What follows belongs to an exercise in optimizing a design on an open flow for small area; a production flow would make more cautious choices. The RTL was checked by simulation tests, not by an equivalence proof against the original design. No activity file was given, so power comes from the tool's default toggle rates.

==> flow/design.v <==
package pkt_meta_pkg;
    typedef struct packed {
        logic valid;
        logic sop;
        logic eop;
    } pkt_mark_t;
    typedef enum logic [3:0] {
        ACTION_NOMATCH = 4'd0,
        ACTION_MATCH   = 4'd1,
        ACTION_DROP    = 4'd2,
        ACTION_FORWARD = 4'd3
    } pdu_action_e;
    typedef struct packed {
        pdu_action_e action;
        logic [23:0] tag;
    } pdu_meta_t;
    typedef logic [4*16-1:0] fill_vec_t;
endpackage
package stats_reg_pkg;
    typedef enum logic [8-1:0] {
        REG_IN_PKT          = 8'd0,
        REG_OUT_PKT         = 8'd1,
        REG_DMA_PKT         = 8'd2,
        REG_CPU_NOMATCH_PKT = 8'd3,
        REG_CPU_MATCH_PKT   = 8'd4,
        REG_CTRL            = 8'd5,
        REG_MAX_DM2SM       = 8'd6,
        REG_MAX_SM2PG       = 8'd7,
        REG_MAX_PG2NF       = 8'd8,
        REG_MAX_NF2PDU      = 8'd9
    } stat_reg_e;
    typedef struct packed {
        logic [4-1:0]                          sel;
        logic [30-4-8-1:0] rsvd;
        logic [8-1:0]                          ofs;
    } status_addr_t;
    typedef struct packed {
        logic               read;
        logic               write;
        status_addr_t       addr;
        logic [32-1:0] writedata;
    } status_req_t;
    typedef struct packed {
        logic               valid;
        logic [32-1:0] readdata;
    } status_resp_t;
    typedef struct packed {
        logic [32-1:0] in_pkt;
        logic [32-1:0] out_pkt;
        logic [32-1:0] dma_pkt;
        logic [32-1:0] cpu_nomatch_pkt;
        logic [32-1:0] cpu_match_pkt;
    } evt_count_t;
    typedef logic [4*32-1:0] peak_vec_t;
    typedef struct packed {
        evt_count_t evt;
        peak_vec_t  peak;
    } stat_snapshot_t;
endpackage
`timescale 1ns/10ps
module stats_top (
    input  logic                 clk,
    input  logic                 rst_pkt,
    input  logic                 rst,
    input  logic [2:0]           in_mark_i,            
    input  logic [2:0]           out_mark_i,           
    input  logic                 out_ready_i,
    input  logic                 rb_update_valid_i,
    input  logic                 disable_pcie_i,
    output logic                 pcie_rb_update_valid_o,
    input  logic [27:0]          pdumeta_cpu_data_i,   
    input  logic                 pdumeta_cpu_valid_i,
    input  logic                 pdumeta_cpu_ready_i,
    input  logic [63:0]          fill_level_i,         
    input  logic [63:0]          status_req_i,         
    output logic [32:0]          status_resp_o,        
    output logic [32-1:0]   ctrl_o
);
    localparam int W  = 32;
    localparam int FW = 16;
    localparam int NC = 4;
    assign pcie_rb_update_valid_o = rb_update_valid_i & ~disable_pcie_i;
    logic         req_rd, req_wr, hit;
    logic [7:0]   ofs;
    logic [W-1:0] wd;
    assign req_rd = status_req_i[63];
    assign req_wr = status_req_i[62];
    assign hit    = (status_req_i[61:58] == 4'(0));
    assign ofs    = status_req_i[39:32];
    assign wd     = status_req_i[31:0];
    logic [4:0] ev;
    assign ev[0] = in_mark_i[2] & in_mark_i[0];
    assign ev[1] = out_mark_i[2] & out_mark_i[0] & out_ready_i;
    assign ev[2] = rb_update_valid_i;
    assign ev[3] = pdumeta_cpu_valid_i & pdumeta_cpu_ready_i & (pdumeta_cpu_data_i[27:24] == 4'd0);
    assign ev[4] = pdumeta_cpu_valid_i & pdumeta_cpu_ready_i & (pdumeta_cpu_data_i[27:24] == 4'd1);
    logic         rd1, wr1, is5_1;
    logic [2:0]   ofs1;
    logic [W-1:0] wdata1;
    logic [4:0]   ev1;
    logic         rp1;
    always_ff @(posedge clk) begin
        rd1    <= ~rst & req_rd & hit;
        wr1    <= ~rst & req_wr & hit;
        ofs1   <= (ofs < 8'd8) ? ofs[2:0] : 3'd7;
        wdata1 <= wd;
        ev1    <= ev;
        rp1    <= rst_pkt;
    end
    logic [W-1:0] ctrl_q;
    logic         ctrl_zero_q;
    logic [W-1:0] ctrl_q_nxt;
    logic         ctrl_zero_nxt;
    logic [4:0]   ld2;
    assign is5_1 = (ofs1 == 3'd5);
    assign ctrl_q_nxt    = wr1 ? wdata1 : ctrl_q;
    assign ctrl_zero_nxt = rst | (wr1 ? ~is5_1 : ctrl_zero_q);
    always_ff @(posedge clk) begin
        ctrl_q      <= ctrl_q_nxt;
        ctrl_zero_q <= ctrl_zero_nxt;
        for (int i = 0; i < 5; i++) begin
            ld2[i] <= wr1 & (ofs1 == 3'(i));
        end
    end
    assign ctrl_o = ctrl_zero_q ? '0 : ctrl_q;
    logic [W-1:0] cnt [5];
    logic [W-1:0] load_word;
    assign load_word = rp1 ? '0 : ctrl_q;
    localparam int SEG = 16;
    logic [W:0]   cy  [5];
    logic [W-1:0] inc [5];
    always_comb begin
        for (int i = 0; i < 5; i++) begin
            cy[i][0] = ev1[i];
            for (int b = 0; b < W; b++) begin
                inc[i][b] = cnt[i][b] ^ cy[i][b];
                if ((b + 1) % SEG == 0) begin
                    cy[i][b+1] = cy[i][b+1-SEG] & (&cnt[i][b -: SEG]);
                end else begin
                    cy[i][b+1] = cnt[i][b] & cy[i][b];
                end
            end
        end
    end
    always_ff @(posedge clk) begin
        for (int i = 0; i < 5; i++) begin
            cnt[i] <= (rp1 | ld2[i]) ? load_word : inc[i];
        end
    end
    logic [FW-1:0] peak [NC];
    logic [FW-1:0] peak_d [NC];
    logic          peak_vld, peak_vld_d;
    assign peak_vld = ~rp1;
    logic [FW:0] gt [NC];
    always_comb begin
        for (int c = 0; c < NC; c++) begin
            gt[c][0] = 1'b0;
            for (int b = 0; b < FW; b++) begin
                gt[c][b+1] = (fill_level_i[c*FW+b] & ~peak[c][b])
                           | (gt[c][b] & (fill_level_i[c*FW+b] | ~peak[c][b]));
            end
        end
    end
    always_ff @(posedge clk) begin
        peak_vld_d <= peak_vld;
        for (int c = 0; c < NC; c++) begin
            if (~peak_vld || gt[c][FW]) begin
                peak[c] <= fill_level_i[c*FW +: FW];
            end
            peak_d[c] <= peak[c];
        end
    end
    logic [W-1:0] rd_word;
    logic [4:0]    sel_cnt;
    logic [NC-1:0] sel_peak;
    logic          sel_ctrl, sel_bad;
    always_comb begin
        for (int i = 0; i < 5; i++) sel_cnt[i] = (ofs == 8'(i));
        for (int c = 0; c < NC; c++) sel_peak[c] = peak_vld_d & (ofs == 8'(6 + c));
        sel_ctrl = ~ctrl_zero_nxt & (ofs == 8'd5);
        sel_bad  = (ofs > 8'd9);
        rd_word = sel_bad ? 32'hDEADBEEF : '0;
        if (sel_ctrl) rd_word = rd_word | ctrl_q_nxt;
        for (int i = 0; i < 5; i++) begin
            if (sel_cnt[i]) rd_word = rd_word | cnt[i];
        end
        for (int c = 0; c < NC; c++) begin
            if (sel_peak[c]) rd_word = rd_word | {{(W-FW){1'b0}}, peak_d[c]};
        end
    end
    logic [W-1:0] rword1;
    logic [W-1:0] resp_data_q;
    logic         resp_valid_q;
    always_ff @(posedge clk) begin
        rword1       <= rd_word;
        resp_data_q  <= rword1;
        resp_valid_q <= ~rst & rd1;
    end
    assign status_resp_o = {resp_valid_q, resp_data_q};
endmodule
==> flow/flow/run.sh <==
#!/bin/bash
# The standard layout (standard.sh) with three changes:
#  - synthesis maps the combinational logic with an area-oriented ABC script
#    (flow/synth.tcl, flow/area.abc); registers are mapped as in the standard
#    synthesis, before ABC runs;
#  - the port buffers are the smallest buffer, sky130_fd_sc_hd__buf_1;
#  - the clock tree uses larger sink clusters and no dummy loads.
# make's output goes to standard.log; each ORFS step logs under orfs/logs/.
set -euo pipefail
W=$PWD
export MY_ABC_SCRIPT=$W/flow/area.abc
bash standard.sh \
  "SYNTH_SCRIPT=$W/flow/synth.tcl" \
  "BUFFER_PORTS_ARGS=-buffer_cell sky130_fd_sc_hd__buf_1" \
  "CTS_ARGS=-sink_clustering_enable -repair_clock_nets -dont_use_dummy_load -buf_list sky130_fd_sc_hd__clkbuf_16 -root_buf sky130_fd_sc_hd__clkbuf_16 -sink_clustering_size 28 -sink_clustering_max_diameter 80" \
  finish > standard.log 2>&1
==> flow/flow/area.abc <==
&get -n
&st
&syn2
&dch
&nf -a
&put
==> flow/flow/synth.tcl <==
# The standard synthesis script, with one change: the final ABC mapping
# of the combinational logic runs the area-oriented script named in
# MY_ABC_SCRIPT instead of ORFS's speed script. Registers are mapped before
# ABC runs, so they keep the standard synthesis's names and cells.
proc synth {args} { yosys synth -nofsm -noshare {*}$args }
proc abc {args} {
  set i [lsearch -exact $args -script]
  if { $i >= 0 && [info exists ::env(MY_ABC_SCRIPT)] } {
    lset args [expr {$i + 1}] $::env(MY_ABC_SCRIPT)
  }
  yosys abc {*}$args
}
source $::env(SCRIPTS_DIR)/synth.tcl
# left out here: clear keep_hierarchy, flatten, clean up, hide names made inside functions, write 1_2_yosys.v
==> flow/standard.sh <==
#!/bin/bash
# synth_recipe.tcl (not shown) runs the flow's synth.tcl, then flattens the netlist and writes it again
# the make line also repeats each setting of config.mk as NAME=value (left out here)
make -C /OpenROAD-flow-scripts/flow DESIGN_CONFIG=/design/flow/config.mk WORK_HOME=/design/flow/orfs CLKGATE_MAP_FILE= SYNTH_SCRIPT=/design/flow/synth_recipe.tcl "${@:-finish}"
==> flow/config.mk <==
export PLATFORM = sky130hd
export DESIGN_NAME = stats_top
export DESIGN_NICKNAME = stats_top
export VERILOG_FILES = /design/flow/design.v
export SDC_FILE = /design/flow/constraint.sdc
export NUM_CORES = 4
export LEC_CHECK = 0
export CAP_MARGIN = 20
export CORE_MARGIN = 2
export CORE_UTILIZATION = 72
export SLEW_MARGIN = 20
==> flow/constraint.sdc <==
create_clock -name core_clock -period 5.0 [get_ports {clk}]
set_input_delay 1.0000 -clock core_clock [delete_from_list [all_inputs] [get_ports {clk}]]
set_output_delay 1.0000 -clock core_clock [all_outputs]
set_load 0.01 [all_outputs]
==> impl_results.md, run 1 <==
- #FFs+latches synth: 435
- Io pins: 236
- CP Launch Type: flop
- Syn Inst Count: 1420
- Cell area power density: 356.8 nW/µm²
- Post-Layout Cell Count: 1932
- Worst R2R Path Depth: 21
- Hold_buf cts: 0
- Via Count: 11700
- Hold path cells: 0
- CP max stage delay: 0.60 ns
- H-tree depth: 1
- Worst Skew: 0.04126 ns
- Number of routed nets with antenna violations: 0
- Vias in the first global route: 11570
- Seq/Total Area, Yosys: 58.65%
- Worst-path clk slew: 0.10 ns
- Maxcap violations: 0
- Starting Density: 73.27%
- Syn avg cell area: 11.23 µm²
- WL per Instance: 19.18 µm
- CTS tree: built
- Crit-path max FO: 3
- Largest net degree at the start of global routing: 65
- Crit-path leading delay family: adder cells
- DRT Pass-1 Iters: 9
- Die width: 152.8 µm
- Synth Warn #: 7
- Worst hold slack: 0.3343 ns
- RD Place Congestion: 0.8073
- CTS buffer count: 19
- Worst hold path startpoint: rword1[25]$_DFF_P_
- CTS max path bufs: 3
- Vias per cell: 6.057
- TNS Setup: 0 ns
- Clk Latency, worst-skew pair: 0.54 ns
- Rows: 54
- Critical Path RT: 5.42 ns
- Critical path class: reg -> reg
- Worst-margin pin slew: 1.054 ns
- Die area: 23350 µm²
- Setup violators final: 0
- Crit-path cells: and4_1 > nand3_1 > nor4_1 > ha_1 > ha_1 > ha_1 > ha_1 > ha_1 > ha_1 > ha_1 > ha_1 > ha_1 > ha_1 > ha_1 > ha_1 > ha_1 > ha_1 > ha_1 > xor2_1 > nand2_1 > o21ai_0
- Sink Count: 435
- FF/Latch Area: 9350 µm²
- Number of enable flip-flop cells after synthesis: 64
- Core box area: 21760 µm²
- Layout cells sized above 1: 3.329%
- Drt total wl: 37.05 mm
- GRT Util Overall: 31.49%
- Netlist cell types: 34
- Setup crit end kind: flop
- Buffers on Ports: 191
- Post-CTS Setup Repair Bufs: 0
- Post-route DRC: 0
- R2r setup slk: 0.79 ns
- Cell taking the most area after synthesis: dfxtp_1
- Run status: no timing/DRC/antenna violations
- Fin crit period: 4.206 ns
- Number of DRC markers in iteration 0: 944
- Antenna violations before repair: 0
- Rel. slew slack: 29.75%
- Syn Nets: 1740
- DP HPWL: 25.84 mm
- Launch point of the worst reg-to-reg path: cnt[1][9]$_DFF_P_
- Post-synthesis cell area: 15940 µm²
- Synth top area cells: dfxtp_1 47%, edfxtp_1 12%, ha_1 12%, nand2_1 5.8%, o21ai_0 5.1%
- Fmax achieved: 0.2378 GHz
- Peak VDD IR: 313.7 µV
- Fill count: 1394
- Post-CTS sizing: 0
- Final nets: 1974
- CTS Root Cell: clkbuf_16
- Util after Layout: 81.67%
- Ys async rst share: 0%
- Critical path's most frequent cell: ha_1
- Leakage: 0.007327 µW
- Global-route wire length before repair: 58.96 mm
- Final period util: 84.11%
- Slowest stage cell, crit path: nor4_1
- Final Slew Violations: 0
- Placed Cells: 1912
- Reg2Reg Capture Point: cnt[1][31]$_DFF_P_
- Area share of the largest cell type after synthesis: 46.59%
- Final hold viol count: 0
- Hold WC Path Type: reg -> reg
- Area Overhead vs Synth: 11.46%
- Hold worst-path end: resp_data_q[25]$_DFF_P_
- Worst EP arrival: 4.63 ns
- Crit path buf inv count: 0
- Primary FF master, synth: dfxtp_1
- Die Ht: 152.8 µm
- Multi-input logic area: 6475 µm²
- RSZ-0062 raised after global routing: false
- Antenna Cells: 0
- Gr ovfl total: 0
-- worst max-delay path by stage --
stage                               endpoint              start  cells past startpoint  slack [ns]
after floorplan            rword1[0]$_DFF_P_   status_req_i[37]                      7        0.59
after global placement    cnt[2][31]$_DFF_P_  cnt[2][9]$_DFF_P_                     21        0.98
after detailed placement  cnt[1][31]$_DFF_P_  cnt[1][9]$_DFF_P_                     21        0.91
after CTS                 cnt[2][31]$_DFF_P_  cnt[2][9]$_DFF_P_                     21        0.82
after global routing      cnt[2][31]$_DFF_P_  cnt[2][9]$_DFF_P_                     21        0.59
final                     cnt[1][31]$_DFF_P_  cnt[1][9]$_DFF_P_                     21        0.79
-- cells in the mapped netlist, types with 3 or more instances --
master / number
o221ai_1: 15
nor3_1: 9
dfxtp_1: 371
a221oi_1: 3
o21ai_0: 163
nand4_1: 36
nand3_1: 12
a22oi_1: 39
a222oi_1: 56
nor2b_1: 48
clkinv_1: 52
nor2_1: 18
a2bb2oi_1: 7
or3_1: 5
ha_1: 150
mux2_1: 32
nor4_1: 8
nand2b_1: 17
nand2_1: 247
and3_1: 3
o2bb2ai_1: 7
xor2_1: 10
edfxtp_1: 64
o22ai_1: 11
a21oi_1: 24
and4_1: 5
-- logic make-up (layout without fill, tap and decap cells) --
family	Yosys count	in the layout	synth area share, %
mux	32	32	2.260
fa+ha+maj	150	150	11.77
flops	435	435	58.65
buf+inv	53	285	1.272
xor+xnor	10	10	0.5494
simple gates	413	413	12.00
compound gates	327	327	13.50
-- cell usage in the layout (no fill, tap or decap), types with 7 or more instances in the layout --
| master | n |
|---|---|
| dfxtp_1 | 370 |
| nand2_1 | 247 |
| buf_1 | 191 |
| o21ai_0 | 160 |
| ha_1 | 150 |
| edfxtp_1 | 64 |
| a222oi_1 | 56 |
| clkinv_1 | 52 |
| nor2b_1 | 48 |
| a22oi_1 | 39 |
| nand4_1 | 36 |
| mux2_1 | 32 |
| a21oi_1 | 24 |
| buf_4 | 21 |
| clkbuf_16 | 19 |
| nand2b_1 | 17 |
| o221ai_1 | 14 |
| nor2_1 | 12 |
| nand3_1 | 12 |
| o22ai_1 | 11 |
| xor2_1 | 10 |
| o2bb2ai_1 | 7 |
| a2bb2oi_1 | 7 |
-- routing by layer --
| metal | share of wire [%] | GRT usage, % | vias up |
|---|---|---|---|
| met2 | 50 | 56.33 | 407 |
| met5 | 0 | 0 | - |
| li1 | - | - | 5707 |
| met3 | 6.6 | 4.209 | 57 |
| met4 | 2.5 | 9.524 | 0 |
| met1 | 41 | 39.94 | 5531 |
-- stage by stage --
step | power (µW) | setup slack, ns | area, µm²
detailed placement | 4717 | 0.9113 | 17270
finish | 6339 | 0.7945 | 17770
global placement | 4662 | 0.9836 | 17250
global route | 6582 | 0.5851 | 17770
CTS | 6356 | 0.8216 | 17750
floorplan | 4472 | 0.5863 | 15940
-- area by class of cell --
class                   count  area share [%]
clock buffers              19           2.676
inverters                  52           1.099
multi-input cells         932           36.44
flip-flops and latches    435           52.62
well taps                 280           1.972
repair buffers            214           5.190
-- state kept, by name, summed over array words and instances, names as in the netlist --
register / cells
cnt: 160
peak: 64
peak_d: 64
ctrl_q: 32
resp_data_q: 32
rword1: 32
wdata1: 32
ev1: 5
ld2: 5
ofs1: 3
ctrl_zero_q: 1
peak_vld_d: 1
rd1: 1
resp_valid_q: 1
rp1: 1
wr1: 1
-- power breakdown --
part           leakage [µW]  internal (µW)  switching (µW)
clock network      0.000234            687             999
registers           0.00372           3900             220
logic               0.00337            221             312
==> run 2: changes to the inputs <==
--- a/flow/flow/run.sh
+++ b/flow/flow/run.sh
@@ -12,5 +12,5 @@
 bash standard.sh \
   "SYNTH_SCRIPT=$W/flow/synth.tcl" \
   "BUFFER_PORTS_ARGS=-buffer_cell sky130_fd_sc_hd__buf_1" \
-  "CTS_ARGS=-sink_clustering_enable -repair_clock_nets -dont_use_dummy_load -buf_list sky130_fd_sc_hd__clkbuf_16 -root_buf sky130_fd_sc_hd__clkbuf_16 -sink_clustering_size 28 -sink_clustering_max_diameter 80" \
+  "CTS_ARGS=-sink_clustering_enable -repair_clock_nets -dont_use_dummy_load -buf_list sky130_fd_sc_hd__clkbuf_8 -root_buf sky130_fd_sc_hd__clkbuf_16 -sink_clustering_size 16 -sink_clustering_max_diameter 80" \
   finish > standard.log 2>&1
==> impl_results.md, run 2 <==
- Run status: no timing/DRC/antenna violations
- Final instance area: 17750 µm²
- Via Count: 11730
- Placed Area: 17270 µm²
- Final hold viol count: 0
- Psw: 1538 µW
- Rows: 54
- Final nets: 1986
- Buffers on Ports: 191
- Fmax achieved: 0.2434 GHz
- Gate power share: 8.4%
- Post-route DRC: 0
- WL per Instance: 18.88 µm
- Seq/Total Area, Yosys: 58.65%
- Maxcap violations: 0
- Sw Share: 24.53%
- Top flop regs: cnt: 160 flops, peak: 64 flops, peak_d: 64 flops
- Layer with the highest usage: met2
- Cell taking the most area after synthesis: dfxtp_1
- Worst EP arrival: 4.54 ns
- Primary FF master, synth: dfxtp_1
- Post-CTS Setup Repair Bufs: 0
- Syn avg cell area: 11.23 µm²
- GRT Util Overall: 31.11%
- Syn Inst Count: 1420
- Io pins: 236
- Setup violators final: 0
- Final period util: 82.16%
- Grt met2 use: 55.56%
- CTS buffer count: 31
- Post-synthesis cell area: 15940 µm²
- Rel. slew slack: 29.27%
- Post-CTS sizing: 0
- Synth top area cells: dfxtp_1 47%, edfxtp_1 12%, ha_1 12%, nand2_1 5.8%, o21ai_0 5.1%
- Worst-path clk slew: 0.10 ns
- Fin crit period: 4.108 ns
- Pint: 4733 µW
- Clock Power Share: 25.9%
- End point of the critical path: cnt[1][31]$_DFF_P_
- Critical Path RT: 5.43 ns
- Core box area: 21760 µm²
- Area Overhead vs Synth: 11.37%
- Multi-input logic area: 6475 µm²
- Vias in the first global route: 11590
- CTS Root Cell: clkbuf_16
- Final Slew Violations: 0
- CP Launch Type: flop
- Synth top cells by count: 371 x dfxtp_1, 247 x nand2_1, 163 x o21ai_0
- Reg with most FFs: cnt
- DRT Pass-1 Iters: 6
- Leakage: 0.007331 µW
- Peak VDD IR: 277.4 µV
- Drt total wl: 36.71 mm
- Number of DRC markers in iteration 0: 887
- Die Ht: 152.8 µm
- Ys async rst share: 0%
- DP HPWL: 25.84 mm
- Vias per cell: 6.035
- Number of routed nets with antenna violations: 0
- Gr ovfl total: 0
- Worst-margin pin slew: 1.061 ns
- Most frequent cells in the layout: 370 x dfxtp_1, 247 x nand2_1, 191 x buf_1, 160 x o21ai_0, 150 x ha_1
- Met3 Use GR: 4.494%
- Antenna violations before repair: 0
- Number of enable flip-flop cells after synthesis: 64
- Cell area power density: 353.3 nW/µm²
- Crit-path max FO: 3
- Netlist cell types: 34
- Starting Density: 73.27%
- Hold WC Path Type: reg -> reg
- #FFs+latches synth: 435
- Commonest non-fill, non-tap cell in the layout: dfxtp_1
- Hold_buf cts: 0
- Critical path class: reg -> reg
- Synth Warn #: 7
- Seq pwr share: 65.7%
- Die area: 23350 µm²
- Count leader, synth: dfxtp_1
- Launch point of the worst reg-to-reg path: cnt[1][9]$_DFF_P_
- Setup crit end kind: flop
- RSZ-0062 raised after global routing: false
- RD Place Congestion: 0.8073
- TNS Setup: 0 ns
- Fill count: 1396
- Syn Nets: 1740
- Clk Latency, worst-skew pair: 0.53 ns
- Antenna Cells: 0
- Largest net degree at the start of global routing: 65
- Sink Count: 435
- H-tree depth: 1
- Reg2Reg Capture Point: cnt[1][31]$_DFF_P_
- CP startpoint: cnt[1][9]$_DFF_P_
- CTS max path bufs: 3
- Area share of the largest cell type after synthesis: 46.59%
- R2r setup slk: 0.89 ns
- Worst Skew: 0.05307 ns
- CTS tree: built
- Global-route wire length before repair: 58.41 mm
- Worst R2R Path Depth: 21
- Max FFs per register: 160
- Met1 Use GR: 39.41%
- Layout cells sized above 1: 4.026%
- FF/Latch Area: 9350 µm²
- Die width: 152.8 µm
run 2: cell count changes in the layout (fill, tap and decap cells not counted), sizes merged:
| cell | previous run | this run |
|---|---|---|
| clkbuf | 19 | 31 |
run 2: power groups by stage:
stage	clock network [µW]	logic, µW	registers, µW
after floorplan	0	350	4120
after global placement	0	489	4170
after detailed placement	0	524	4190
after CTS	1650	529	4110
after global routing	1760	611	4160
final	1620	530	4120
run 2: stage by stage:
step           utilization, %  setup slack [ns]  hold slack, ns  instances  total power [µW]
3_3_place_gp            79.27            0.9836          0.3099       1911              4662
2_1_floorplan               -            0.5863          0.3096       1420              4472
5_1_grt                 81.60            0.6714          0.3213       1944              6525
6_report                81.60            0.8922          0.3118       1944              6272
4_1_cts                 81.51            0.8777          0.3138       1943              6294
3_5_place_dp            79.39            0.9113          0.3121       1912              4717
run 2: cells by family after synthesis:
logic type      count (synthesis)  share of synthesized area [%]
mux                            32                          2.260
buf+inv                        53                          1.272
compound gates                327                          13.50
simple gates                  413                          12.00
xor+xnor                       10                         0.5494
fa+ha+maj                     150                          11.77
flops                         435                          58.65
run 2: routing by layer:
layer,routed length [µm],part of all wire [%]
met3,2713,7.4
met1,14840,40
met2,18190,50
met5,0,0
met4,966,2.6
run 2: area by class of cell:
cell class	count	area share, %
sequential	435	52.67
clock buffer	31	2.594
tap	280	1.973
multi-input combinational	932	36.47
timing repair buffer	214	5.194
inverter	52	1.099
run 2: worst min-delay path by stage:
| stage | start | to | depth (start not counted) |
|---|---|---|---|
| final | peak[0][11]$_DFFE_PP_ | peak_d[0][11]$_DFF_P_ | 0 |
| after global routing | peak[0][11]$_DFFE_PP_ | peak_d[0][11]$_DFF_P_ | 0 |
| after CTS | peak[0][11]$_DFFE_PP_ | peak_d[0][11]$_DFF_P_ | 0 |
| after detailed placement | rword1[15]$_DFF_P_ | resp_data_q[15]$_DFF_P_ | 0 |
| after global placement | rword1[31]$_DFF_P_ | resp_data_q[31]$_DFF_P_ | 0 |
| after floorplan | rword1[0]$_DFF_P_ | resp_data_q[0]$_DFF_P_ | 0 |
run 2: worst max-delay path, stage by stage, from the launching register on:
cell	delay [ns]
dfxtp_1	0.39
and4_1	0.21
nand3_1	0.13
nor4_1	0.58
ha_1	0.27
ha_1	0.15
ha_1	0.15
ha_1	0.15
ha_1	0.14
ha_1	0.16
ha_1	0.15
ha_1	0.16
ha_1	0.15
ha_1	0.15
ha_1	0.14
ha_1	0.14
ha_1	0.16
ha_1	0.16
ha_1	0.15
xor2_1	0.17
nand2_1	0.07
o21ai_0	0.09
==> run 3: changes to the inputs <==
--- a/flow/flow/run.sh
+++ b/flow/flow/run.sh
@@ -12,5 +12,5 @@
 bash standard.sh \
   "SYNTH_SCRIPT=$W/flow/synth.tcl" \
   "BUFFER_PORTS_ARGS=-buffer_cell sky130_fd_sc_hd__buf_1" \
-  "CTS_ARGS=-sink_clustering_enable -repair_clock_nets -dont_use_dummy_load -buf_list sky130_fd_sc_hd__clkbuf_8 -root_buf sky130_fd_sc_hd__clkbuf_16 -sink_clustering_size 16 -sink_clustering_max_diameter 80" \
+  "CTS_ARGS=-sink_clustering_enable -repair_clock_nets -dont_use_dummy_load -buf_list sky130_fd_sc_hd__clkbuf_16 -root_buf sky130_fd_sc_hd__clkbuf_16 -sink_clustering_size 26 -sink_clustering_max_diameter 100" \
   finish > standard.log 2>&1
==> impl_results.md, run 3 <==
- Area share of the largest cell type after synthesis: 46.59%
- Core box area: 21760 µm²
- Cell taking the most area after synthesis: dfxtp_1
- DP HPWL: 25.84 mm
- DRT Pass-1 Iters: 7
- GRT Util Overall: 31.32%
- Leakage: 0.007340 µW
- Post-CTS Setup Repair Bufs: 0
- Area Overhead vs Synth: 11.62%
- Synth top area cells: dfxtp_1 47%, edfxtp_1 12%, ha_1 12%, nand2_1 5.8%, o21ai_0 5.1%
- Final Slew Violations: 0
- Final instance area: 17790 µm²
- Crit path buf inv count: 0
- Final hold viol count: 0
- Clock Power Share: 27.2%
- Die width: 152.8 µm
- Largest net degree at the start of global routing: 65
- Worst-path clk slew: 0.09 ns
- Rows: 54
- RSZ-0062 raised after global routing: false
- Pint: 4842 µW
- Global-route wire length before repair: 58.76 mm
- Buffers on Ports: 191
- Setup crit end kind: flop
- CP max stage delay: 0.36 ns
- Number of enable flip-flop cells after synthesis: 64
- Gr ovfl total: 0
- Die area: 23350 µm²
- Reg with most FFs: cnt
- Post-route DRC: 0
- Placed Area: 17270 µm²
- Gate power share: 8.3%
- Ys async rst share: 0%
- Run status: no timing/DRC/antenna violations
- Final period util: 82.13%
- Crit-path leading delay family: adder cells
- TNS Setup: 0 ns
- Worst Skew: 0.03341 ns
- Maxcap violations: 0
- Syn Inst Count: 1420
- Cell area power density: 358.9 nW/µm²
- Layout cells sized above 1: 3.388%
- CTS max path bufs: 3
- Sink Count: 435
- Primary FF master, synth: dfxtp_1
- #FFs+latches synth: 435
- Io pins: 236
- Setup violators final: 0
- Seq/Total Area, Yosys: 58.65%
- Synth top cells by count: 371 x dfxtp_1, 247 x nand2_1, 163 x o21ai_0
- Drt total wl: 36.95 mm
- Slowest stage cell, crit path: dfxtp_1
- Count leader, synth: dfxtp_1
- CTS Root Cell: clkbuf_16
- Crit-path max FO: 3
- Final nets: 1975
- Sw Share: 24.19%
- Number of DRC markers in iteration 0: 959
- Seq pwr share: 64.5%
- Max FFs per register: 160
- Syn Nets: 1740
- H-tree depth: 1
- Commonest non-fill, non-tap cell in the layout: dfxtp_1
- Placed Cells: 1912
- Starting Density: 73.27%
- Vias per cell: 6.083
- Top flop regs: cnt: 160 flops, peak: 64 flops, peak_d: 64 flops
- Vias in the first global route: 11640
- Critical path's most frequent cell: ha_1
- Critical Path RT: 5.40 ns
- Die Ht: 152.8 µm
- Critical path class: reg -> reg
- Rel. slew slack: 28.33%
- Syn avg cell area: 11.23 µm²
- Clk Latency, worst-skew pair: 0.53 ns
- Worst-margin pin slew: 1.075 ns
- CTS tree: built
- Hold_buf cts: 0
- Antenna Cells: 0
- Hold WC Path Type: reg -> reg
- CTS buffer count: 20
- Antenna violations before repair: 0
- Via Count: 11760
- CP Launch Type: flop
- Number of routed nets with antenna violations: 0
- Post-CTS sizing: 0
- Netlist cell types: 34
- Worst EP arrival: 4.50 ns
- Post-Layout Cell Count: 1933
- WL per Instance: 19.12 µm
- Fin crit period: 4.106 ns
- Synth Warn #: 7
- Psw: 1545 µW
- Most frequent cells in the layout: 370 x dfxtp_1, 247 x nand2_1, 191 x buf_1, 160 x o21ai_0, 150 x ha_1
- Fill count: 1392
- Peak VDD IR: 314.7 µV
- Fmax achieved: 0.2435 GHz
- Post-synthesis cell area: 15940 µm²
- RD Place Congestion: 0.8073
- Crit-path cells: and4_1 > nand3_1 > nor4_1 > ha_1 > ha_1 > ha_1 > ha_1 > ha_1 > ha_1 > ha_1 > ha_1 > ha_1 > ha_1 > ha_1 > ha_1 > ha_1 > ha_1 > ha_1 > xor2_1 > nand2_1 > o21ai_0
[run 3: cell counts after synthesis]
No cell type changed its count.
[run 3: worst reg2reg max path, cell delays in order, from the launching register on]
cell and delay (ns):
dfxtp_1 0.36, and4_1 0.22, nand3_1 0.13, nor4_1 0.11, ha_1 0.20, ha_1 0.19, ha_1 0.21, ha_1 0.20
ha_1 0.20, ha_1 0.19, ha_1 0.19, ha_1 0.20, ha_1 0.20, ha_1 0.19, ha_1 0.18, ha_1 0.19
ha_1 0.19, ha_1 0.18, ha_1 0.19, xor2_1 0.14, nand2_1 0.07, o21ai_0 0.08
[run 3: path summary, 6_finish.rpt]
kind                      startpoint                       to  slack (ns)  depth (start not counted)
setup / recovery   cnt[2][9]$_DFF_P_       cnt[2][31]$_DFF_P_        0.89                         21
hold / removal    rword1[21]$_DFF_P_  resp_data_q[21]$_DFF_P_        0.33                          0
setup reg to reg   cnt[2][9]$_DFF_P_       cnt[2][31]$_DFF_P_        0.89                         21
hold reg to reg   rword1[21]$_DFF_P_  resp_data_q[21]$_DFF_P_        0.33                          0
[run 3: layer usage]
metal | vias to the layer above | part of all wire [%] | wire, µm | GRT usage, %
li1 | 5705 | - | - | -
met1 | 5539 | 40 | 14880 | 39.21
met2 | 438 | 49 | 18160 | 55.37
met3 | 76 | 7.3 | 2707 | 5.063
met4 | 0 | 3.3 | 1205 | 10.67
met5 | - | 0 | 0 | 0
[run 3: cell type report]
| type | count | area (µm²) | share of cell area, % |
|---|---|---|---|
| Sequential cell | 435 | 9350 | 52.55 |
| Multi-Input combinational cell | 932 | 6475 | 36.39 |
| Timing Repair Buffer | 214 | 922.1 | 5.182 |
| Clock buffer | 20 | 500.5 | 2.813 |
| Tap cell | 280 | 350.3 | 1.969 |
| Inverter | 52 | 195.2 | 1.097 |
[run 3: power by group through the flow]
stage	logic [µW]	clock network [µW]	registers, µW
2_1_floorplan	350	0	4120
5_1_grt	613	1860	4160
3_3_place_gp	489	0	4170
3_5_place_dp	524	0	4190
4_1_cts	531	1750	4110
6_report	532	1730	4120
[run 3: per-stage QoR]
step	hold slack [ns]	power, µW	util [%]	setup WS, ns
2_1_floorplan	0.3096	4472	-	0.5863
4_1_cts	0.3344	6400	81.69	0.8752
5_1_grt	0.3392	6629	81.79	0.6665
6_report	0.3340	6386	81.79	0.8937
3_3_place_gp	0.3099	4662	79.27	0.9836
3_5_place_dp	0.3121	4717	79.39	0.9113
[run 3: kinds of logic after synthesis]
logic type,Yosys count,synth area share (%)
AOI/OAI and AO/OA,327,13.50
xor gates and xnor gates,10,0.5494
adders and majority gates,150,11.77
buffers and inverters,53,1.272
DFF,435,58.65
muxes,32,2.260
and+or+nand+nor,413,12.00
==> run 4: changes to the inputs <==
--- a/flow/flow/run.sh
+++ b/flow/flow/run.sh
@@ -12,5 +12,5 @@
 bash standard.sh \
   "SYNTH_SCRIPT=$W/flow/synth.tcl" \
   "BUFFER_PORTS_ARGS=-buffer_cell sky130_fd_sc_hd__buf_1" \
-  "CTS_ARGS=-sink_clustering_enable -repair_clock_nets -dont_use_dummy_load -buf_list sky130_fd_sc_hd__clkbuf_16 -root_buf sky130_fd_sc_hd__clkbuf_16 -sink_clustering_size 26 -sink_clustering_max_diameter 100" \
+  "CTS_ARGS=-sink_clustering_enable -repair_clock_nets -dont_use_dummy_load -buf_list sky130_fd_sc_hd__clkbuf_16 -root_buf sky130_fd_sc_hd__clkbuf_16 -sink_clustering_size 24 -sink_clustering_max_diameter 80" \
   finish > standard.log 2>&1
--- a/flow/config.mk
+++ b/flow/config.mk
@@ -5,7 +5,8 @@
 export SDC_FILE = /design/flow/constraint.sdc
 export NUM_CORES = 4
 export LEC_CHECK = 0
-export CAP_MARGIN = 20
+export CAP_MARGIN = 0
 export CORE_MARGIN = 2
 export CORE_UTILIZATION = 72
-export SLEW_MARGIN = 20
+export GPL_TIMING_DRIVEN = 0
+export SLEW_MARGIN = 0
==> impl_results.md, run 4 <==
- Vias per cell: 6.089
- Placed Area: 17440 µm²
- Critical Path RT: 5.43 ns
- CTS max path bufs: 3
- Final hold viol count: 0
- Gr ovfl total: 0
- Worst Skew: 0.05321 ns
- Peak VDD IR: 313.9 µV
- H-tree depth: 1
- Via Count: 11790
- DP HPWL: 27.28 mm
- DRT Pass-1 Iters: 8
- Commonest non-fill, non-tap cell in the layout: dfxtp_1
- Post-CTS Setup Repair Bufs: 0
- Worst EP arrival: 4.63 ns
- Number of DRC markers in iteration 0: 1158
- Core box area: 21760 µm²
- Cell taking the most area after synthesis: dfxtp_1
- Crit-path max FO: 3
- Met3 Use GR: 4.124%
- Seq/Total Area, Yosys: 58.65%
- Reg with most FFs: cnt
- Cell area power density: 359.7 nW/µm²
- Post-CTS sizing: 0
- Worst-margin pin slew: 1.416 ns
- Post-Layout Cell Count: 1936
- GRT Util Overall: 32.00%
- Fin crit period: 4.196 ns
- Starting Density: 73.27%
- Die width: 152.8 µm
- Rel. slew slack: 5.254%
- Maxcap violations: 0
- Leakage: 0.007419 µW
- Synth top area cells: dfxtp_1 47%, edfxtp_1 12%, ha_1 12%, nand2_1 5.8%, o21ai_0 5.1%
- Post-synthesis cell area: 15940 µm²
- Final Slew Violations: 0
- Final period util: 83.91%
- Syn Inst Count: 1420
- Most frequent cells in the layout: 369 x dfxtp_1, 247 x nand2_1, 191 x buf_1, 160 x o21ai_0, 150 x ha_1
- Rows: 54
- Grt met2 use: 58.27%
- Netlist cell types: 34
- CTS tree: built
- Die area: 23350 µm²
- CP Launch Type: flop
- RSZ-0062 raised after global routing: false
- Io pins: 236
- Fmax achieved: 0.2383 GHz
- Syn Nets: 1740
- Critical path class: reg -> reg
- Setup crit end kind: flop
- Global-route wire length before repair: 59.86 mm
- CTS buffer count: 22
- Die Ht: 152.8 µm
- WL per Instance: 19.43 µm
- Count leader, synth: dfxtp_1
- Vias in the first global route: 11650
- Ys async rst share: 0%
- Drt total wl: 37.62 mm
- Synth top cells by count: 371 x dfxtp_1, 247 x nand2_1, 163 x o21ai_0
- Primary FF master, synth: dfxtp_1
- #FFs+latches synth: 435
- Worst-path clk slew: 0.09 ns
- Antenna Cells: 0
- Sink Count: 435
- Number of routed nets with antenna violations: 0
- Synth Warn #: 7
- Setup violators final: 0
- Hold WC Path Type: reg -> reg
- Area Overhead vs Synth: 12.88%
- Final nets: 1978
- Layer with the highest usage: met2
- Hold_buf cts: 0
- Antenna violations before repair: 0
- TNS Setup: 0 ns
- Run status: no timing/DRC/antenna violations
- Post-route DRC: 0
- CTS Root Cell: clkbuf_16
- Top flop regs: cnt: 160 flops, peak: 64 flops, peak_d: 64 flops
- Final instance area: 17990 µm²
- Fill count: 1338
- Layout cells sized above 1: 3.804%
- Area share of the largest cell type after synthesis: 46.59%
- Syn avg cell area: 11.23 µm²
- Number of enable flip-flop cells after synthesis: 64
- Buffers on Ports: 191
- Placed Cells: 1914
- Clk Latency, worst-skew pair: 0.54 ns
- RD Place Congestion: 0.8281
- Max FFs per register: 160
- Largest net degree at the start of global routing: 43
- Met1 Use GR: 40.53%
run 4: cell counts after synthesis:
No cell type changed its count.
run 4: cells by family (layout without fill, tap and decap cells):
group,after synthesis,count (layout),share of synthesized area (%)
muxes,32,32,2.260
xor gates and xnor gates,10,10,0.5494
and+or+nand+nor,413,413,12.00
AOI/OAI and AO/OA,327,327,13.50
adders and majority gates,150,150,11.77
buffers and inverters,53,289,1.272
DFF,435,435,58.65
run 4: final cells by class:
cell class	instances	area, µm²	area share [%]
buffer	1	7.507	0.04172
clock buffer	22	550.5	3.059
tap	280	350.3	1.947
sequential	435	9351	51.97
inverter	52	195.2	1.085
multi-input combinational	932	6487	36.05
timing repair buffer	214	1052	5.848
run 4: report_power, final:
group	total [µW]	internal (µW)	switching, µW
Sequential	4120	3900	223
Clock	1810	787	1020
Combinational	542	225	316
Total	6470	4910	1560
run 4: worst max-delay path, cell delays in order, from the launching register on:
cell and delay [ns]:
dfxtp_1 0.41, and4_1 0.22, nand3_1 0.11, nor4_1 0.61, ha_1 0.29, ha_1 0.16, ha_1 0.15, ha_1 0.15
ha_1 0.15, ha_1 0.18, ha_1 0.17, ha_1 0.16, ha_1 0.15, ha_1 0.15, ha_1 0.15, ha_1 0.15
ha_1 0.15, ha_1 0.14, ha_1 0.16, xor2_1 0.15, nand2_1 0.06, o21ai_0 0.07
run 4: stage by stage:
step	hold slack (ns)	utilization, %	total power (µW)	setup WS [ns]
final	0.3163	82.71	6472	0.8043
after CTS	0.3194	82.71	6484	0.8461
after global routing	0.3306	82.71	6715	0.6334
after detailed placement	0.3121	80.18	4725	0.9098
after floorplan	0.3096	-	4472	0.5863
after global placement	0.3097	78.18	4656	-2.658
run 4: per-layer routing:
metal	wire [µm]	part of all wire, %
met1	15180	40
met2	18850	50
met3	2747	7.3
met4	843	2.2
met5	0	0
run 4: worst paths after layout:
path	startpoint	endpoint	slack (ns)	cells past startpoint
worst max register to register	cnt[1][9]$_DFF_P_	cnt[1][31]$_DFF_P_	0.80	21
worst max-delay path	cnt[1][9]$_DFF_P_	cnt[1][31]$_DFF_P_	0.80	21
worst min register to register	peak[3][11]$_DFFE_PP_	peak_d[3][11]$_DFF_P_	0.32	0
worst min-delay path	peak[3][11]$_DFFE_PP_	peak_d[3][11]$_DFF_P_	0.32	0
==> run 5: changes to the inputs <==
==> flow/config.mk (replaced) <==
export PLATFORM = sky130hd
export DESIGN_NAME = stats_top
export DESIGN_NICKNAME = stats_top
export VERILOG_FILES = /design/flow/design.v
export SDC_FILE = /design/flow/constraint.sdc
export NUM_CORES = 4
export LEC_CHECK = 0
export CAP_MARGIN = 20
export CORE_MARGIN = 2
export CORE_UTILIZATION = 72
export SLEW_MARGIN = 20
==> impl_results.md, run 5 <==
- Rel. slew slack: 30.72%
- Peak VDD IR: 322.6 µV
- #FFs+latches synth: 435
- Drt total wl: 37.42 mm
- Synth top area cells: dfxtp_1 47%, edfxtp_1 12%, ha_1 12%, nand2_1 5.8%, o21ai_0 5.1%
- Worst-margin pin slew: 1.039 ns
- Largest net degree at the start of global routing: 65
- Syn Inst Count: 1420
- Primary FF master, synth: dfxtp_1
- WL per Instance: 19.34 µm
- CTS max path bufs: 3
- Vias in the first global route: 11690
- Area share of the largest cell type after synthesis: 46.59%
- Top flop regs: cnt: 160 flops, peak: 64 flops, peak_d: 64 flops
- Global-route wire length before repair: 59.33 mm
- Sink Count: 435
- Critical Path RT: 5.45 ns
- Post-route DRC: 0
- Synth Warn #: 7
- Run status: no timing/DRC/antenna violations
- CTS buffer count: 22
- CTS tree: built
- Die area: 23350 µm²
- Final Slew Violations: 0
- DRT Pass-1 Iters: 7
- Fin crit period: 4.130 ns
- Most frequent cells in the layout: 370 x dfxtp_1, 247 x nand2_1, 191 x buf_1, 160 x o21ai_0, 150 x ha_1
- Hold WC Path Type: reg -> reg
- Die Ht: 152.8 µm
- Count leader, synth: dfxtp_1
- Ys async rst share: 0%
- Leakage: 0.007364 µW
- Setup violators final: 0
- Post-synthesis cell area: 15940 µm²
- Number of enable flip-flop cells after synthesis: 64
- Rows: 54
- Area Overhead vs Synth: 11.93%
- DP HPWL: 25.84 mm
- Buffers on Ports: 191
- Post-CTS sizing: 0
- Maxcap violations: 0
- Setup crit end kind: flop
- Starting Density: 73.27%
- Worst Skew: 0.04529 ns
- Crit-path max FO: 3
- Antenna violations before repair: 0
- Clk Latency, worst-skew pair: 0.54 ns
- Cell taking the most area after synthesis: dfxtp_1
- Number of routed nets with antenna violations: 0
- Overall Power: 6469 µW
- Antenna Cells: 0
- Synth top cells by count: 371 x dfxtp_1, 247 x nand2_1, 163 x o21ai_0
- Layout cells sized above 1: 3.505%
- Worst-path clk slew: 0.09 ns
- Final nets: 1977
- CP Launch Type: flop
- RD Place Congestion: 0.8073
- Io pins: 236
- Syn Nets: 1740
- Number of DRC markers in iteration 0: 971
- Vias per cell: 6.069
- H-tree depth: 1
- Worst EP arrival: 4.58 ns
- Seq/Total Area, Yosys: 58.65%
- TNS Setup: 0 ns
- GRT Util Overall: 31.68%
- CTS Root Cell: clkbuf_16
- Critical path class: reg -> reg
- Gr ovfl total: 0
- Syn avg cell area: 11.23 µm²
- Commonest non-fill, non-tap cell in the layout: dfxtp_1
- Max FFs per register: 160
- Cell area power density: 362.6 nW/µm²
- Hold_buf cts: 0
- Reg with most FFs: cnt
- Core box area: 21760 µm²
- Final hold viol count: 0
- Fmax achieved: 0.2421 GHz
- Final period util: 82.60%
- Netlist cell types: 34
- RSZ-0062 raised after global routing: false
- Via Count: 11740
- Post-CTS Setup Repair Bufs: 0
- Die width: 152.8 µm
-- run 5: cell counts after synthesis --
No cell type changed its count.
-- run 5: final timing paths --
kind | startpoint | endpoint | cells after the start | slack [ns]
worst min register to register | rword1[8]$_DFF_P_ | resp_data_q[8]$_DFF_P_ | 0 | 0.32
worst max-delay path | cnt[1][9]$_DFF_P_ | cnt[1][31]$_DFF_P_ | 21 | 0.87
worst max register to register | cnt[1][9]$_DFF_P_ | cnt[1][31]$_DFF_P_ | 21 | 0.87
worst min-delay path | rword1[8]$_DFF_P_ | resp_data_q[8]$_DFF_P_ | 0 | 0.32
-- run 5: cells by family after synthesis --
logic type,after synthesis,share of synthesized area (%)
DFF,435,58.65
and+or+nand+nor,413,12.00
AOI/OAI and AO/OA,327,13.50
adders and majority gates,150,11.77
buffers and inverters,53,1.272
muxes,32,2.260
xor gates and xnor gates,10,0.5494
-- run 5: routing by layer --
layer  routed length, µm  up-vias  share of wire [%]  GRT usage [%]
li1                    -     5705                  -              -
met1               15250     5534                 41          40.38
met2               18740      443                 50          56.82
met3                2532       61                6.8          3.982
met4                 896        0                2.4          9.215
met5                   0        -                  0              0
-- run 5: critical path, cell delays in order, from the launching register on --
cell,delay [ns]
dfxtp_1,0.39
and4_1,0.21
nand3_1,0.13
nor4_1,0.61
ha_1,0.28
ha_1,0.14
ha_1,0.15
ha_1,0.15
ha_1,0.14
ha_1,0.16
ha_1,0.15
ha_1,0.16
ha_1,0.15
ha_1,0.15
ha_1,0.14
ha_1,0.14
ha_1,0.16
ha_1,0.16
ha_1,0.15
xor2_1,0.16
nand2_1,0.07
o21ai_0,0.09
-- run 5: where the power goes --
part           switching [µW]  total (µW)  internal (µW)
Sequential                222        4120           3900
Combinational             312         534            221
Clock                    1030        1810            787
Total                    1560        6470           4910
-- run 5: final cells by class --
cell class	instances	area, µm²
clock buffers	22	550.5
well taps	280	350.3
fillers	1379	3913
flip-flops and latches	435	9350
inverters	52	195.2
multi-input cells	932	6475
repair buffers	214	922.1
-- run 5: metrics by stage --
| step | hold WS (ns) | cells | util (%) | instance area, µm² | setup slack [ns] |
|---|---|---|---|---|---|
| after CTS | 0.3189 | 1934 | 81.92 | 17820 | 0.8483 |
| after detailed placement | 0.3121 | 1912 | 79.39 | 17270 | 0.9113 |
| final | 0.3196 | 1935 | 82.02 | 17840 | 0.8701 |
| after global placement | 0.3099 | 1911 | 79.27 | 17250 | 0.9836 |
| after global routing | 0.3331 | 1935 | 82.02 | 17840 | 0.6465 |
| after floorplan | 0.3096 | 1420 | - | 15940 | 0.5863 |
==> run 6: changes to the inputs <==
--- a/flow/config.mk
+++ b/flow/config.mk
@@ -7,5 +7,5 @@
 export LEC_CHECK = 0
 export CAP_MARGIN = 20
 export CORE_MARGIN = 2
-export CORE_UTILIZATION = 72
+export CORE_UTILIZATION = 80
 export SLEW_MARGIN = 20
==> impl_results.md, run 6 <==
- Cell area power density: 368.8 nW/µm²
- Global-route wire length before repair: 68.08 mm
- WL per Instance: 23.03 µm
- Gr ovfl total: 0
- Sink Count: 435
- GRT Util Overall: 40.65%
- Hold path cells: 0
- H-tree depth: 1
- Critical Path RT: 5.38 ns
- Setup violators final: 0
- Reg2Reg Capture Point: cnt[2][31]$_DFF_P_
- TNS Setup: 0 ns
- Hold worst-path end: resp_data_q[24]$_DFF_P_
- CTS tree: built
- Hold WC Path Type: reg -> reg
- Fmax achieved: 0.2351 GHz
- Launch point of the worst reg-to-reg path: cnt[2][9]$_DFF_P_
- Syn avg cell area: 11.23 µm²
- Fill count: 775
- Final nets: 1976
- Worst Skew: 0.05260 ns
- Post-CTS sizing: 0
- Number of enable flip-flop cells after synthesis: 64
- Final period util: 85.08%
- Top flop regs: cnt: 160 flops, peak: 64 flops, peak_d: 64 flops
- Commonest non-fill, non-tap cell in the layout: dfxtp_1
- Worst-margin pin slew: 1.162 ns
- Seq/Total Area, Yosys: 58.65%
- Leakage: 0.007374 µW
- Die area: 21070 µm²
- Largest net degree at the start of global routing: 65
- CP max stage delay: 0.35 ns
- Clk Latency, worst-skew pair: 0.54 ns
- Hold_buf cts: 0
- Rows: 51
- CTS buffer count: 22
- Util after Layout: 91.46%
- Post-CTS Setup Repair Bufs: 0
- Layout cells sized above 1: 3.446%
- Vias per cell: 6.752
- Crit-path max FO: 3
- Worst-path clk slew: 0.09 ns
- Final Slew Violations: 0
- Netlist cell types: 34
- Area Overhead vs Synth: 12.03%
- Fin crit period: 4.254 ns
- CP Launch Type: flop
- Ys async rst share: 0%
- Synth Warn #: 7
- RD Place Congestion: 0.8816
- Slowest stage cell, crit path: dfxtp_1
- Synth top area cells: dfxtp_1 47%, edfxtp_1 12%, ha_1 12%, nand2_1 5.8%, o21ai_0 5.1%
- Drt total wl: 44.22 mm
- Primary FF master, synth: dfxtp_1
- DP HPWL: 28.88 mm
- Synth top cells by count: 371 x dfxtp_1, 247 x nand2_1, 163 x o21ai_0
- Worst hold path startpoint: rword1[24]$_DFF_P_
- Crit-path cells: and4_1 > nand3_1 > nor4_1 > ha_1 > ha_1 > ha_1 > ha_1 > ha_1 > ha_1 > ha_1 > ha_1 > ha_1 > ha_1 > ha_1 > ha_1 > ha_1 > ha_1 > ha_1 > xor2_1 > nand2_1 > o21ai_0
- Starting Density: 81.64%
- Placed Cells: 1894
- Setup crit end kind: flop
- Most frequent cells in the layout: 370 x dfxtp_1, 247 x nand2_1, 191 x buf_1, 160 x o21ai_0, 150 x ha_1
- Die Ht: 145.2 µm
- Number of DRC markers in iteration 0: 1565
- Post-synthesis cell area: 15940 µm²
- Via Count: 12960
- Worst EP arrival: 4.63 ns
- Vias in the first global route: 13070
- CTS max path bufs: 3
- Number of routed nets with antenna violations: 0
- Maxcap violations: 0
- Run status: no timing/DRC/antenna violations
- Io pins: 236
- Post-route DRC: 0
- Cell taking the most area after synthesis: dfxtp_1
- Area share of the largest cell type after synthesis: 46.59%
- Max FFs per register: 160
- #FFs+latches synth: 435
- Reg with most FFs: cnt
- Placed Area: 17230 µm²
- Antenna violations before repair: 1
- Rel. slew slack: 22.57%
- DRT Pass-1 Iters: 10
- Critical path's most frequent cell: ha_1
- Final hold viol count: 0
- Core box area: 19530 µm²
- Count leader, synth: dfxtp_1
- Buffers on Ports: 191
- Die width: 145.2 µm
- Critical path class: reg -> reg
- R2r setup slk: 0.75 ns
- Syn Inst Count: 1420
- Peak VDD IR: 353.7 µV
- Worst R2R Path Depth: 21
- RSZ-0062 raised after global routing: false
- Syn Nets: 1740
- Final instance area: 17860 µm²
- CTS Root Cell: clkbuf_16
- Post-Layout Cell Count: 1920
==> run 6: cell counts after synthesis <==
No cell type changed its count.
==> run 6: power by group <==
group | total (µW) | internal [µW] | switching, µW
Combinational | 594 | 230 | 364
Sequential | 4150 | 3900 | 250
Clock | 1840 | 788 | 1050
==> run 6: layer usage <==
metal | GRT usage (%) | wire length [µm] | vias up | part of all wire, %
li1 | - | - | 5723 | -
met1 | 46.84 | 15390 | 6059 | 35
met2 | 70.71 | 21740 | 947 | 49
met3 | 7.893 | 4348 | 234 | 9.8
met4 | 23.87 | 2747 | 0 | 6.2
met5 | 0 | 0 | - | 0
==> run 6: logic make-up (layout without fill, tap and decap cells) <==
group / after synthesis / after routing / synth area share [%]
xor gates and xnor gates: 10 / 10 / 0.5494
adders and majority gates: 150 / 150 / 11.77
AOI/OAI and AO/OA: 327 / 327 / 13.50
buffers and inverters: 53 / 287 / 1.272
and+or+nand+nor: 413 / 413 / 12.00
muxes: 32 / 32 / 2.260
DFF: 435 / 435 / 58.65
other: 0 / 1 / 0
==> run 6: final cells by class <==
cell class / count / area [µm²] / area share [%]
Multi-Input combinational cell: 932 / 6475 / 36.25
Sequential cell: 435 / 9350 / 52.35
Clock buffer: 22 / 550.5 / 3.083
Inverter: 52 / 195.2 / 1.093
Tap cell: 265 / 331.6 / 1.857
Antenna cell: 1 / 2.502 / 0.01401
Timing Repair Buffer: 213 / 954.7 / 5.345
==> run 6: metrics by stage <==
step           power [µW]  worst slack [ns]  hold WS [ns]
2_1_floorplan        4472            0.5863        0.3096
3_3_place_gp         4654            0.9953        0.3097
3_5_place_dp         4749            0.8328        0.3121
4_1_cts              6527            0.7988        0.3334
5_1_grt              6772            0.6203        0.3374
6_report             6587            0.7460        0.3331
==> run 6: critical path: cells and delay by family, from the launching register on <==
kind / cells / cell delay, ns
AOI/OAI and AO/OA: 1 / 0.09
and+or+nand+nor: 4 / 0.55
xor gates and xnor gates: 1 / 0.15
DFF: 1 / 0.35
adders and majority gates: 15 / 2.93
==> run 6: worst max-delay path by stage <==
| stage | depth (start not counted) | endpoint | slack [ns] | startpoint |
|---|---|---|---|---|
| 2_1_floorplan | 7 | rword1[0]$_DFF_P_ | 0.59 | status_req_i[37] |
| 3_3_place_gp | 21 | cnt[2][31]$_DFF_P_ | 1.0 | cnt[2][9]$_DFF_P_ |
| 3_5_place_dp | 21 | cnt[2][31]$_DFF_P_ | 0.83 | cnt[2][9]$_DFF_P_ |
| 4_1_cts | 21 | cnt[2][31]$_DFF_P_ | 0.80 | cnt[2][9]$_DFF_P_ |
| 5_1_grt | 21 | cnt[1][31]$_DFF_P_ | 0.62 | cnt[1][14]$_DFF_P_ |
| 6_report | 21 | cnt[2][31]$_DFF_P_ | 0.75 | cnt[2][9]$_DFF_P_ |
==> run 7: changes to the inputs <==
--- a/flow/design.v
+++ b/flow/design.v
@@ -111,16 +111,14 @@
     logic         ctrl_zero_q;
     logic [W-1:0] ctrl_q_nxt;
     logic         ctrl_zero_nxt;
-    logic [4:0]   ld2;
+    logic [2:0]   ld2;
     assign is5_1 = (ofs1 == 3'd5);
     assign ctrl_q_nxt    = wr1 ? wdata1 : ctrl_q;
     assign ctrl_zero_nxt = rst | (wr1 ? ~is5_1 : ctrl_zero_q);
     always_ff @(posedge clk) begin
         ctrl_q      <= ctrl_q_nxt;
         ctrl_zero_q <= ctrl_zero_nxt;
-        for (int i = 0; i < 5; i++) begin
-            ld2[i] <= wr1 & (ofs1 == 3'(i));
-        end
+        ld2         <= wr1 ? ofs1 : 3'd7;
     end
     assign ctrl_o = ctrl_zero_q ? '0 : ctrl_q;
     logic [W-1:0] cnt [5];
@@ -144,7 +142,7 @@
     end
     always_ff @(posedge clk) begin
         for (int i = 0; i < 5; i++) begin
-            cnt[i] <= (rp1 | ld2[i]) ? load_word : inc[i];
+            cnt[i] <= (rp1 | (ld2 == 3'(i))) ? load_word : inc[i];
         end
     end
     logic [FW-1:0] peak [NC];
==> flow/flow/run.sh (replaced) <==
#!/bin/bash
# The standard layout (standard.sh) with three changes:
#  - synthesis maps the combinational logic with an area-oriented ABC script
#    (flow/synth.tcl, flow/area.abc); registers are mapped as in the standard
#    synthesis, before ABC runs;
#  - the port buffers are the smallest buffer, sky130_fd_sc_hd__buf_1;
#  - the clock tree uses clkbuf_8 leaf buffers on larger sink clusters and
#    no dummy loads.
# make's output goes to standard.log; each ORFS step logs under orfs/logs/.
set -euo pipefail
W=$PWD
export MY_ABC_SCRIPT=$W/flow/area.abc
bash standard.sh \
  "SYNTH_SCRIPT=$W/flow/synth.tcl" \
  "BUFFER_PORTS_ARGS=-buffer_cell sky130_fd_sc_hd__buf_1" \
  "CTS_ARGS=-sink_clustering_enable -repair_clock_nets -dont_use_dummy_load -buf_list sky130_fd_sc_hd__clkbuf_8 -root_buf sky130_fd_sc_hd__clkbuf_16 -sink_clustering_size 16 -sink_clustering_max_diameter 80" \
  finish > standard.log 2>&1
==> flow/config.mk (replaced) <==
export PLATFORM = sky130hd
export DESIGN_NAME = stats_top
export DESIGN_NICKNAME = stats_top
export VERILOG_FILES = /design/flow/design.v
export SDC_FILE = /design/flow/constraint.sdc
export NUM_CORES = 4
export LEC_CHECK = 0
export CAP_MARGIN = 0
export CORE_MARGIN = 2
export CORE_UTILIZATION = 72
export SLEW_MARGIN = 0
==> impl_results.md, run 7 <==
- Crit-path leading delay family: adder cells
- Max FFs per register: 160
- DRT Pass-1 Iters: 8
- Syn Nets: 1721
- CTS max path bufs: 3
- Metal2 WL: 18.16 mm
- Placed Cells: 1889
- Top flop regs: cnt: 160 flops, peak: 64 flops, peak_d: 64 flops
- Setup crit end kind: flop
- CTS tree: built
- Crit-path max FO: 3
- Post-Layout Cell Count: 1920
- Crit path depth: 20
- Die area: 23340 µm²
- Ys async rst share: 0%
- Via Count: 11650
- CP startpoint: cnt[3][9]$_DFF_P_
- Netlist cell types: 38
- Final Slew Violations: 0
- Core box area: 21760 µm²
- Sink Count: 433
- Post-synthesis cell area: 15940 µm²
- Number of enable flip-flop cells after synthesis: 64
- R2r setup slk: 0.92 ns
- Final period util: 81.58%
- Critical path class: reg -> reg
- Syn Inst Count: 1401
- Drt total wl: 36.17 mm
- Vias in the first global route: 11310
- DP HPWL: 25.79 mm
- CP Launch Type: flop
- Most frequent cells in the layout: 368 x dfxtp_1, 200 x nand2_1, 191 x buf_1, 152 x o21ai_0, 150 x ha_1
- Number of routed nets with antenna violations: 0
- Fmax achieved: 0.2452 GHz
- Critical path's most frequent cell: ha_1
- Worst-margin pin slew: 1.117 ns
- WL per Instance: 18.84 µm
- GRT Util Overall: 30.61%
- Reg2Reg Capture Point: cnt[3][30]$_DFF_P_
- Fin crit period: 4.079 ns
- Starting Density: 73.25%
- Maxcap violations: 0
- TNS Setup: 0 ns
- Area Overhead vs Synth: 10.88%
- Io pins: 236
- Reg with most FFs: cnt
- Cell taking the most area after synthesis: dfxtp_1
- Count leader, synth: dfxtp_1
- CP max stage delay: 0.51 ns
- Rows: 54
- Seq/Total Area, Yosys: 58.42%
- Critical Path RT: 5.41 ns
- Met3 routed WL: 2.290 mm
- Largest net degree at the start of global routing: 65
- RSZ-0062 raised after global routing: false
- Rel. slew slack: 25.50%
- Worst R2R Path Depth: 20
- Antenna violations before repair: 0
- Post-CTS Setup Repair Bufs: 0
- Layout cells sized above 1: 3.720%
- Antenna Cells: 0
- Post-CTS sizing: 0
- Vias per cell: 6.066
- CTS Root Cell: clkbuf_16
- Commonest non-fill, non-tap cell in the layout: dfxtp_1
- Slowest stage cell, crit path: nor4_1
- Cell area power density: 353.8 nW/µm²
- CTS buffer count: 31
- #FFs+latches synth: 433
- Final nets: 1962
- Synth top cells by count: 369 x dfxtp_1, 200 x nand2_1, 154 x o21ai_0
- Launch point of the worst reg-to-reg path: cnt[3][9]$_DFF_P_
- Crit path buf inv count: 0
- End point of the critical path: cnt[3][30]$_DFF_P_
- Fill count: 1378
- Setup violators final: 0
- Run status: no timing/DRC/antenna violations
- Worst EP arrival: 4.49 ns
- RD Place Congestion: 0.8736
- Crit-path cells: and4_1 > nand3_1 > nor4_1 > ha_1 > ha_1 > ha_1 > ha_1 > ha_1 > ha_1 > ha_1 > ha_1 > ha_1 > ha_1 > ha_1 > ha_1 > ha_1 > ha_1 > ha_1 > nand2_1 > o21ai_0
- Final hold viol count: 0
- Synth Warn #: 7
- Hold_buf cts: 0
- Gr ovfl total: 0
- Area share of the largest cell type after synthesis: 46.36%
- Number of DRC markers in iteration 0: 964
- Clk Latency, worst-skew pair: 0.53 ns
- Syn avg cell area: 11.37 µm²
- Post-route DRC: 0
- Primary FF master, synth: dfxtp_1
- Top sig layer: met4
- Worst-path clk slew: 0.10 ns
- Worst Skew: 0.06568 ns
- Buffers on Ports: 191
- Peak VDD IR: 412.3 µV
- Hold WC Path Type: reg -> reg
- Global-route wire length before repair: 57.32 mm
- Synth top area cells: dfxtp_1 46%, edfxtp_1 12%, ha_1 12%, o21ai_0 4.8%, nand2_1 4.7%
- Die Ht: 152.8 µm
- Leakage: 0.007236 µW
- Die width: 152.8 µm
- Met1 WL: 14.35 mm
- H-tree depth: 1
-- run 7: layout make-up --
cell class,instances,area [µm²],share of cell area [%]
sequential,433,9310,52.69
multi-input combinational,916,6505,36.82
timing repair buffer,209,852.1,4.822
clock buffer,31,460.4,2.606
tap,280,350.3,1.983
inverter,51,191.4,1.083
-- run 7: worst reg2reg max path: stages, from the launching register on --
cell and delay, ns:
dfxtp_1 0.39, and4_1 0.22, nand3_1 0.11, nor4_1 0.51, ha_1 0.26, ha_1 0.16, ha_1 0.15, ha_1 0.16
ha_1 0.16, ha_1 0.16, ha_1 0.15, ha_1 0.15, ha_1 0.16, ha_1 0.16, ha_1 0.15, ha_1 0.18
ha_1 0.17, ha_1 0.17, ha_1 0.23, nand2_1 0.06, o21ai_0 0.08
-- run 7: worst min path at each step --
stage / slack (ns) / to / start / cells after the start
after floorplan: 0.31 / resp_data_q[0]$_DFF_P_ / rword1[0]$_DFF_P_ / 0
after global placement: 0.31 / resp_data_q[5]$_DFF_P_ / rword1[5]$_DFF_P_ / 0
after detailed placement: 0.31 / resp_data_q[25]$_DFF_P_ / rword1[25]$_DFF_P_ / 0
after CTS: 0.31 / peak_d[0][3]$_DFF_P_ / peak[0][3]$_DFFE_PP_ / 0
after global routing: 0.33 / peak_d[0][3]$_DFF_P_ / peak[0][3]$_DFFE_PP_ / 0
final: 0.31 / peak_d[0][3]$_DFF_P_ / peak[0][3]$_DFFE_PP_ / 0
-- run 7: metal layers --
layer	vias to the layer above	track usage, %
met5	-	0
met1	5498	37.93
met4	0	11.68
met3	84	4.750
li1	5650	-
met2	414	54.09
-- run 7: cell families (layout without fill, tap and decap cells) --
kind of cell    after synthesis  count (layout)  share of synthesized area (%)
xor+xnor                     10              10                         0.5496
buf+inv                      52             291                          1.248
fa+ha+maj                   150             150                          11.78
mux                          32              32                          2.261
compound gates              343             343                          14.46
simple gates                381             381                          11.28
flops                       433             433                          58.42
-- run 7: per-stage QoR --
step	area [µm²]	total power (µW)	worst slack (ns)	hold slack (ns)	utilization (%)
floorplan	15940	4461	0.8281	0.3096	-
global placement	17210	4651	0.9729	0.3103	79.10
detailed placement	17210	4704	0.9073	0.3121	79.10
CTS	17670	6276	0.8700	0.3128	81.22
global route	17670	6506	0.6457	0.3280	81.22
finish	17670	6251	0.9209	0.3128	81.22
-- run 7: power by group --
part	switching (µW)	total, µW	internal (µW)	leakage [µW]
Sequential	218	4100	3880	0.00371
Clock	1010	1620	612	0.000238
Combinational	309	531	222	0.00329
Total	1530	6250	4720	0.00724

-- separate check: timing with driven ports --
No port has a modelled driver above. Below, the same layouts with a new extraction and two added sets of constraints.
Step 1 sets driving cells, clkbuf_16 on the clock port and buf_2 on the other inputs (assumed; they add their load-dependent delay and slew).
Step 2 also shifts input and output timing later by t, the mid clock arrival at the registers, as if the neighbouring blocks saw the same clock.
Slacks: ideal ports / drivers / drivers and shift; pairs: ideal ports / drivers.
| run | shift t [ns] | setup WS [ns] | latest minus earliest clock arrival (ns) | slew at the worst register clock pin (ns) | pins driven straight from the clock port |
|---|---|---|---|---|---|
| run 1 | 0.569 | 0.794 / 0.794 / 0.794 | 0.042 / 0.042 | 0.11 / 0.11 | 1 |
| run 2 | 0.552 | 0.892 / 0.892 / 0.892 | 0.059 / 0.060 | 0.10 / 0.10 | 1 |
| run 3 | 0.565 | 0.894 / 0.894 / 0.894 | 0.038 / 0.038 | 0.10 / 0.10 | 1 |
| run 4 | 0.562 | 0.804 / 0.804 / 0.804 | 0.055 / 0.055 | 0.09 / 0.09 | 1 |
| run 5 | 0.570 | 0.870 / 0.870 / 0.870 | 0.046 / 0.045 | 0.10 / 0.10 | 1 |
| run 6 | 0.558 | 0.746 / 0.746 / 0.746 | 0.053 / 0.053 | 0.10 / 0.10 | 1 |
| run 7 | 0.546 | 0.921 / 0.921 / 0.921 | 0.070 / 0.070 | 0.10 / 0.10 | 1 |
After both steps every run listed still meets setup and hold.
